This design comes from an exercise in tuning for a short achievable clock period and few clock cycles per item on the open sky130 flow, not from production work. The RTL of this run was laid out without a check of its function. Power and IR drop assume default switching activity.

File: design/flow/constraint.sdc
create_clock -name core_clock -period 7.0 [get_ports {clk}]
set_input_delay 1.4000 -clock core_clock [delete_from_list [all_inputs] [get_ports {clk}]]
set_output_delay 1.4000 -clock core_clock [all_outputs]
set_load 0.01 [all_outputs]
File: design/flow/design.v
`default_nettype none
package cpu_pkg;
    localparam int XLEN = 32;
    typedef logic [XLEN-1:0] word_t;
    typedef logic [4:0]      reg_addr_t;
    typedef enum logic [6:0] {
        OPC_OP     = 7'b0110011,
        OPC_OP_IMM = 7'b0010011,
        OPC_LOAD   = 7'b0000011,
        OPC_STORE  = 7'b0100011,
        OPC_BRANCH = 7'b1100011,
        OPC_JAL    = 7'b1101111
    } opcode_e;
    typedef enum logic [2:0] {
        ALU_ADD,
        ALU_SUB,
        ALU_AND,
        ALU_OR,
        ALU_XOR,
        ALU_SLT,
        ALU_PASS_LINK                
    } alu_op_e;
    typedef struct packed {
        logic      reg_write;        
        logic      mem_read;
        logic      mem_write;
        logic      is_branch;
        logic      branch_ne;        
        logic      is_jal;
        logic      use_imm;          
        alu_op_e   alu;
        reg_addr_t rd;
    } ctrl_t;
    localparam word_t NOP_INSTR = 32'h0000_0013;    
endpackage
`default_nettype wire
`timescale 1ns/10ps
`default_nettype none
module cpu #(
    parameter cpu_pkg::word_t RESET_PC = '0
) (
    input  logic           clk,
    input  logic           reset,
    output cpu_pkg::word_t imem_addr,
    input  cpu_pkg::word_t imem_data,
    output logic           dmem_valid,
    output logic           dmem_write,
    output cpu_pkg::word_t dmem_addr,
    output cpu_pkg::word_t dmem_wdata,
    input  logic           dmem_ready,
    input  cpu_pkg::word_t dmem_rdata
);
    typedef cpu_pkg::word_t word_t;
    typedef cpu_pkg::reg_addr_t reg_addr_t;
    word_t     pc;
    logic      id_valid;
    word_t     id_instr;
    word_t     id_pc;
    logic      id_pred;                  
    logic      ex_reg_write, ex_load, ex_store, ex_branch, ex_bne, ex_pred;
    logic      ex_use_imm;
    logic      ex_sel_add, ex_sel_sub, ex_sel_and, ex_sel_or, ex_sel_xor, ex_sel_slt, ex_sel_link;
    logic      ex_fa1, ex_fa2, ex_fb1, ex_fb2;    
    reg_addr_t ex_rd;
    word_t     ex_a, ex_b, ex_imm, ex_link, ex_rec_pc;
    logic      m_reg_write, m_load, m_store;
    reg_addr_t m_rd;
    word_t     m_res, m_wdata;
    logic      wb_write;
    reg_addr_t wb_rd;
    word_t     wb_val;
    word_t     regs [1:31];
    logic      mem_busy;
    logic      load_use;
    logic      stall;
    logic      redirect;
    logic  f_jal, f_br, f_pred;
    word_t f_immj, f_immb, f_tgt_j, f_tgt_b, f_pc4, f_next;
    assign imem_addr = pc;
    assign f_jal  = imem_data[6:0] == 7'b1101111;
    assign f_br   = imem_data[6:0] == 7'b1100011;
    assign f_pred = f_br && (imem_data[31] || imem_data[12]);
    assign f_immj = {{12{imem_data[31]}}, imem_data[19:12], imem_data[20], imem_data[30:21], 1'b0};
    assign f_immb = {{20{imem_data[31]}}, imem_data[7], imem_data[30:25], imem_data[11:8], 1'b0};
    assign f_tgt_j = pc + f_immj;
    assign f_tgt_b = pc + f_immb;
    assign f_pc4   = pc + 32'd4;
    assign f_next  = f_jal ? f_tgt_j : f_pred ? f_tgt_b : f_pc4;
    always_ff @(posedge clk or posedge reset) begin
        if (reset) begin
            pc <= RESET_PC;
        end else if (redirect) begin
            pc <= ex_rec_pc;
        end else if (!stall) begin
            pc <= f_next;
        end
    end
    always_ff @(posedge clk or posedge reset) begin
        if (reset) begin
            id_valid <= 1'b0;
        end else if (redirect) begin
            id_valid <= 1'b0;
        end else if (!stall) begin
            id_valid <= 1'b1;
        end
    end
    always_ff @(posedge clk) begin
        if (!stall) begin
            id_instr <= imem_data;
            id_pc    <= pc;
            id_pred  <= f_pred;
        end
    end
    logic [6:0] opc;
    logic [2:0] f3;
    reg_addr_t  rs1, rs2, rd;
    logic d_op, d_opimm, d_load, d_store, d_branch, d_jal;
    logic d_reg_write, d_uses_rs1, d_uses_rs2, d_use_imm;
    logic d_sel_add, d_sel_sub, d_sel_and, d_sel_or, d_sel_xor, d_sel_slt;
    word_t d_imm, d_immb, d_rs1_data, d_rs2_data, d_pc4, d_tgt_b;
    assign opc = id_instr[6:0];
    assign f3  = id_instr[14:12];
    assign rs1 = id_instr[19:15];
    assign rs2 = id_instr[24:20];
    assign rd  = id_instr[11:7];
    assign d_op     = id_valid && opc == 7'b0110011;
    assign d_opimm  = id_valid && opc == 7'b0010011;
    assign d_load   = id_valid && opc == 7'b0000011;
    assign d_store  = id_valid && opc == 7'b0100011;
    assign d_branch = id_valid && opc == 7'b1100011;
    assign d_jal    = id_valid && opc == 7'b1101111;
    assign d_reg_write = (d_op || d_opimm || d_load || d_jal) && rd != 5'd0;
    assign d_uses_rs1  = d_op || d_opimm || d_load || d_store || d_branch;
    assign d_uses_rs2  = d_op || d_store || d_branch;
    assign d_use_imm   = d_opimm || d_load || d_store;
    assign d_sel_sub = d_op && f3 == 3'b000 && id_instr[30];
    assign d_sel_add = d_op ? (f3 == 3'b000 && !id_instr[30]) : !d_jal;
    assign d_sel_slt = d_op && f3 == 3'b010;
    assign d_sel_xor = d_op && f3 == 3'b100;
    assign d_sel_or  = d_op && f3 == 3'b110;
    assign d_sel_and = d_op && f3 == 3'b111;
    assign d_imm  = d_store ? {{20{id_instr[31]}}, id_instr[31:25], id_instr[11:7]}
                            : {{20{id_instr[31]}}, id_instr[31:20]};
    assign d_immb = {{20{id_instr[31]}}, id_instr[7], id_instr[30:25], id_instr[11:8], 1'b0};
    assign d_pc4   = id_pc + 32'd4;
    assign d_tgt_b = id_pc + d_immb;
    assign d_rs1_data = (rs1 == 5'd0) ? '0 :
                        (wb_write && wb_rd == rs1) ? wb_val : regs[rs1];
    assign d_rs2_data = (rs2 == 5'd0) ? '0 :
                        (wb_write && wb_rd == rs2) ? wb_val : regs[rs2];
    assign load_use = ex_load && ex_reg_write &&
                      ((d_uses_rs1 && rs1 == ex_rd) || (d_uses_rs2 && rs2 == ex_rd));
    assign mem_busy = (m_load || m_store) && !dmem_ready;
    assign stall    = mem_busy || load_use;
    always_ff @(posedge clk or posedge reset) begin
        if (reset) begin
            ex_reg_write <= 1'b0;
            ex_load      <= 1'b0;
            ex_store     <= 1'b0;
            ex_branch    <= 1'b0;
        end else if (!mem_busy) begin
            if (redirect || load_use) begin
                ex_reg_write <= 1'b0;
                ex_load      <= 1'b0;
                ex_store     <= 1'b0;
                ex_branch    <= 1'b0;
            end else begin
                ex_reg_write <= d_reg_write;
                ex_load      <= d_load;
                ex_store     <= d_store;
                ex_branch    <= d_branch;
            end
        end
    end
    always_ff @(posedge clk) begin
        if (!mem_busy) begin
            ex_bne      <= f3[0];
            ex_pred     <= id_pred;
            ex_use_imm  <= d_use_imm;
            ex_sel_add  <= d_sel_add;
            ex_sel_sub  <= d_sel_sub;
            ex_sel_and  <= d_sel_and;
            ex_sel_or   <= d_sel_or;
            ex_sel_xor  <= d_sel_xor;
            ex_sel_slt  <= d_sel_slt;
            ex_sel_link <= d_jal;
            ex_fa1      <= d_uses_rs1 && rs1 != 5'd0 && ex_reg_write && rs1 == ex_rd;
            ex_fa2      <= d_uses_rs1 && rs1 != 5'd0 && m_reg_write && rs1 == m_rd;
            ex_fb1      <= d_uses_rs2 && rs2 != 5'd0 && ex_reg_write && rs2 == ex_rd;
            ex_fb2      <= d_uses_rs2 && rs2 != 5'd0 && m_reg_write && rs2 == m_rd;
            ex_rd       <= rd;
            ex_a        <= d_rs1_data;
            ex_b        <= d_rs2_data;
            ex_imm      <= d_imm;
            ex_link     <= d_pc4;
            ex_rec_pc   <= id_pred ? d_pc4 : d_tgt_b;
        end
    end
    word_t op_a, rs2_val, op_b, sum, diff, alu;
    logic  lt, taken;
    assign op_a    = ex_fa1 ? m_res : ex_fa2 ? wb_val : ex_a;
    assign rs2_val = ex_fb1 ? m_res : ex_fb2 ? wb_val : ex_b;
    assign op_b    = ex_use_imm ? ex_imm : rs2_val;
    assign sum  = op_a + op_b;
    assign diff = op_a - op_b;
    assign lt   = (op_a[31] != op_b[31]) ? op_a[31] : diff[31];
    assign alu = ({32{ex_sel_add}}  & sum)
               | ({32{ex_sel_sub}}  & diff)
               | ({32{ex_sel_and}}  & (op_a & op_b))
               | ({32{ex_sel_or}}   & (op_a | op_b))
               | ({32{ex_sel_xor}}  & (op_a ^ op_b))
               | ({32{ex_sel_slt}}  & {31'd0, lt})
               | ({32{ex_sel_link}} & ex_link);
    assign taken    = (op_a == rs2_val) != ex_bne;
    assign redirect = ex_branch && (taken != ex_pred);
    always_ff @(posedge clk or posedge reset) begin
        if (reset) begin
            m_reg_write <= 1'b0;
            m_load      <= 1'b0;
            m_store     <= 1'b0;
        end else if (!mem_busy) begin
            m_reg_write <= ex_reg_write;
            m_load      <= ex_load;
            m_store     <= ex_store;
        end
    end
    always_ff @(posedge clk) begin
        if (!mem_busy) begin
            m_rd    <= ex_rd;
            m_res   <= alu;                  
            m_wdata <= rs2_val;
        end
    end
    assign dmem_valid = m_load || m_store;
    assign dmem_write = m_store;
    assign dmem_addr  = m_res;
    assign dmem_wdata = m_wdata;
    always_ff @(posedge clk or posedge reset) begin
        if (reset) begin
            wb_write <= 1'b0;
        end else if (!mem_busy) begin
            wb_write <= m_reg_write;
        end
    end
    always_ff @(posedge clk) begin
        if (!mem_busy) begin
            wb_rd  <= m_rd;
            wb_val <= m_load ? dmem_rdata : m_res;
        end
    end
    always_ff @(posedge clk) begin
        if (wb_write) begin
            regs[wb_rd] <= wb_val;
        end
    end
endmodule
`default_nettype wire
File: design/flow/run.sh
#!/bin/bash
# synth_recipe.tcl (not shown) runs the flow's synth.tcl, then flattens the netlist and writes it again
# the make line also repeats each setting of config.mk as NAME=value (left out here)
make -C /OpenROAD-flow-scripts/flow DESIGN_CONFIG=/design/flow/config.mk WORK_HOME=/design/flow/orfs CLKGATE_MAP_FILE= SYNTH_SCRIPT=/design/flow/synth_recipe.tcl finish
File: design/flow/config.mk
export PLATFORM = sky130hd
export DESIGN_NAME = cpu
export DESIGN_NICKNAME = cpu
export VERILOG_FILES = /design/flow/design.v
export SDC_FILE = /design/flow/constraint.sdc
export NUM_CORES = 4
export LEC_CHECK = 0
export ABC_CLOCK_PERIOD_IN_PS = 2500
export CAP_MARGIN = 20
export CORE_MARGIN = 2
export CORE_UTILIZATION = 40
export PLACE_DENSITY = 0.6
export SETUP_SLACK_MARGIN = 4.5
export SLEW_MARGIN = 20
==> results.txt <==
## logic make-up after synthesis
logic type / synth area share [%]
AND/OR/NAND/NOR: 6.27
AO/OA/AOI/OAI: 11.4
XOR/XNOR: 2.09
buffers and inverters: 2.88
adder cells (fa/ha/maj): 3.20
flip-flops: 56.3
multiplexers: 17.8
## cell usage in the layout (no fill, tap or decap), types with 89 or more instances in the layout
master / count
buf_12: 92
ha_1: 118
buf_4: 458
nand2_1: 267
clkbuf_16: 158
mux2i_1: 419
a21oi_2: 89
nor2_1: 270
mux4_2: 296
buf_6: 209
edfxtp_1: 1321
o21ai_0: 130
a21oi_1: 226
inv_1: 161
## per-layer routing
metal  track usage, %  up-vias
met4             17.7        6
met5                0        -
li1                 -    23072
met2             45.7     3827
met1             41.5    28903
met3             7.14      789
## cell type report
class / count / area, µm²
Sequential cell: 1362 / 40700
Fill cell: 14257 / 81800
Tap cell: 2355 / 2950
Inverter: 179 / 707
Antenna cell: 3 / 7.51
Multi-Input combinational cell: 3505 / 35700
Clock buffer: 181 / 3850
Clock inverter: 79 / 821
Timing Repair Buffer: 1019 / 12400
## sequential cells by signal (all words and copies together), names as in the netlist, 12 cells and up
name / count
regs: 992
ex_a: 32
ex_b: 32
ex_rec_pc: 32
id_instr: 32
id_pc: 32
m_res: 32
m_wdata: 32
pc: 32
wb_val: 32
ex_link: 31
ex_imm: 12
## cells in the mapped netlist, types with 22 or more instances
master / count / area share, %
edfxtp_1: 1321 / 55
o21a_1: 51 / 0.53
mux2i_1: 490 / 6.8
nor2_1: 344 / 1.8
dfrtp_1: 41 / 1.4
ha_1: 177 / 3.1
xor2_1: 87 / 1.1
o21bai_1: 27 / 0.28
mux4_2: 296 / 9.2
nand2b_1: 25 / 0.22
xnor2_1: 85 / 1.0
o221ai_1: 134 / 1.6
nor3_1: 54 / 0.37
a211oi_1: 122 / 1.3
a21o_1: 59 / 0.61
nand3_1: 79 / 0.55
or3_1: 22 / 0.19
buf_2: 45 / 0.31
a21oi_1: 338 / 2.3
and3_1: 25 / 0.22
nor4b_1: 22 / 0.27
clkbuf_1: 235 / 1.2
mux2_2: 114 / 1.8
o211ai_1: 31 / 0.32
nand2_1: 275 / 1.4
o21ai_0: 229 / 1.6
o22ai_1: 118 / 1.0
nand4_1: 35 / 0.30
nor4_1: 25 / 0.22
buf_1: 66 / 0.34
inv_1: 176 / 0.91
## report_power, final
group	switching [W]	internal [W]	total, W	leakage [nW]
clock network	0.00349	0.00428	0.00777	2.27
registers	0.000740	0.0107	0.0115	12.8
logic	0.00630	0.00471	0.0110	20.0
total	0.0105	0.0197	0.0302	35.1
## worst paths after layout
| check | start | end | slack (ps) | cells after the start |
|---|---|---|---|---|
| worst min-delay path | id_pc[0] | ex_rec_pc[0] | 420 | 0 |
| max in group asynchronous | reset | pc[22] | 5340 | 2 |
| min in group asynchronous | reset | pc[2] | 1050 | 2 |
| worst max-delay path | ex_fb2 | m_res[0] | 2410 | 15 |
| worst max register to register | ex_fb2 | m_res[0] | 2410 | 15 |
| worst min register to register | id_pc[0] | ex_rec_pc[0] | 420 | 0 |
## metrics by stage
stage | cells | cell area [µm²] | worst slack [ps] | hold WS (ps)
finish | 8683 | 97200 | 2410 | 424
global route | 8681 | 97200 | 2280 | 433
CTS | 8545 | 93700 | 2410 | 428
detailed placement | 7715 | 78100 | 1720 | 415
global placement | 7712 | 78000 | 1710 | 401
floorplan | 5392 | 73300 | 230 | 400
## worst max-delay path, stage by stage (launching register included)
cell       delay (ps)
edfxtp_1          410
buf_12            170
buf_12            140
mux2_4            300
mux2i_4           150
o21a_1            220
ha_4              230
or4_4             520
or4_4             530
a21oi_4           220
o211ai_1          140
a221oi_2          340
a221oi_2          130
fa_2              450
a22oi_2           200
o2111ai_1         130
## what timing repair did
action | CTS | global route
cloned | 91 | 8
gates resized for setup | 1466 | 469
endpoints found under the setup margin | 1410 | 422
pin swaps | 310 | 303
buffers inserted | 479 | 127
==> run_results.csv <==
group,metric,value,unit
synthesis,synth-main-ff-cell,"edfxtp_1",
die,start_util,40.4,%
sta,min_period,4590,ps
synthesis,avgSynthCellArea,13.4,µm²
die,core,179000,µm²
grt,grt_pass1_wl,406000,µm
cts,clock_sinks,1362,
sta,hold_viol_final,0,
sta,maxSlewHeadroom,36.7,%
drt,drtIter0Drc,8149,
sta,clock.fmax,218,MHz
synthesis,syn_area,72200,µm²
grt,grt_usage,30.8,%
synthesis,seq_area_frac_synth,56.3,%
drt,antenna_left,0,
final_layout,drive_above_1_share,38.2,%
drt,drcViolationCount,0,
synthesis,yosysWarnings,1,
die,fp.dieH,429,µm
cts,clk_latency,830,ps
drt,routed-wl-met3,33500,µm
place,hpwl,154000,µm
grt,grt_max_degree,76,
sta,rsz0062_at_grt,"true",
die,design.die.area,184000,µm²
cts,cts_buffers,147,
cts,ctsHoldBuffers,0,
die,io_pins,165,
final_layout,final_nets,6463,
place,gp_congestion,0.940,
die,fp.dieW,429,µm
synthesis,synth_edf_count,1321,
critical_path,start_kind,"register",
cts,htree_levels,4,
sta,fin_skew,69.9,ps
grt,antenna_found_initial,8,
drt,m1WireLength,112000,µm
pwr,p_leak,35.1,nW
final_layout,final_util,54.3,%
grt,grt_pass1_vias,54234,
critical_path,arrival,5110,ps
cts,cts_tree,"yes",
pwr,power.density,311,nW/µm²
grt,overflow,0,
final_layout,syn_to_final_growth,34.5,%
cts,cts-root-buf,"clkbuf_16",
drt,highest_layer,"met5",
die,rows,155,
drt,avgViaCountPerCell,6.52,
synthesis,synthArstFlopShare,3.01,%
flow_run,cap_violations,0,
drt,wl_per_cell,33.9,µm
drt,firstDrtPassIters,6,
drt,wl_met2,129000,µm
critical_path,path_class,"register to register",
synthesis,ys_ff_latch,1362,
synthesis,syn_inst,5392,
place,io_buffers,164,
critical_path,cp-end-kind,"register",
cts,cts.reportedPaths.clkPinSlew,60,ps
sta,finalMaxSlewViolations,0,
sta,worst_pin_slew,950,ps
synthesis,ys_types,87,
cts,clk_path_buf_depth,3,
critical_path,worstPathRequired,7510,ps
critical_path,crit_path_max_fanout,7,
pwr,ir_drop,0.000231,V
synthesis,synth_fp_nets,5641,
drt,routed_wl,294000,µm
drt,dr_total_vias,56597,
sta,post-route-period-util,65.6,%
pwr,power,0.0302,W
status,status,"timing/DRC/antenna clean",
sta,finalSetupTns,0,ps
sta,finalSetupViolCount,0,
min_path,hold_class,"register to register",

port drivers added, routing unchanged:
No port has a modelled driver above. Below, the same layout with a new extraction and two added sets of constraints.
Step 1 assumes that a clkbuf_16 drives the clock port and a buf_2 every other input.
Step 2 adds t to the input delays and takes it off the output delays; t is the mean of the earliest and latest rising clock arrival at the registers after step 1. Input paths then give back, and output paths get back, about the clock's delay inside the block.
a / b / c = ideal / step 1 / step 2; a / b = the first two.
shift t [ns]: 0.879
setup slack, ns: 2.406 / 2.406 / 2.406
latest minus earliest clock arrival (ns): 0.079 / 0.079
worst register clock-pin slew, ns: 0.07 / 0.07
worst data-port slew with drivers (ns): 0.07
After both steps this run still meets setup and hold. The setup slack of this run moves by 0.000 ns with the drivers and by 0.000 ns with both steps.
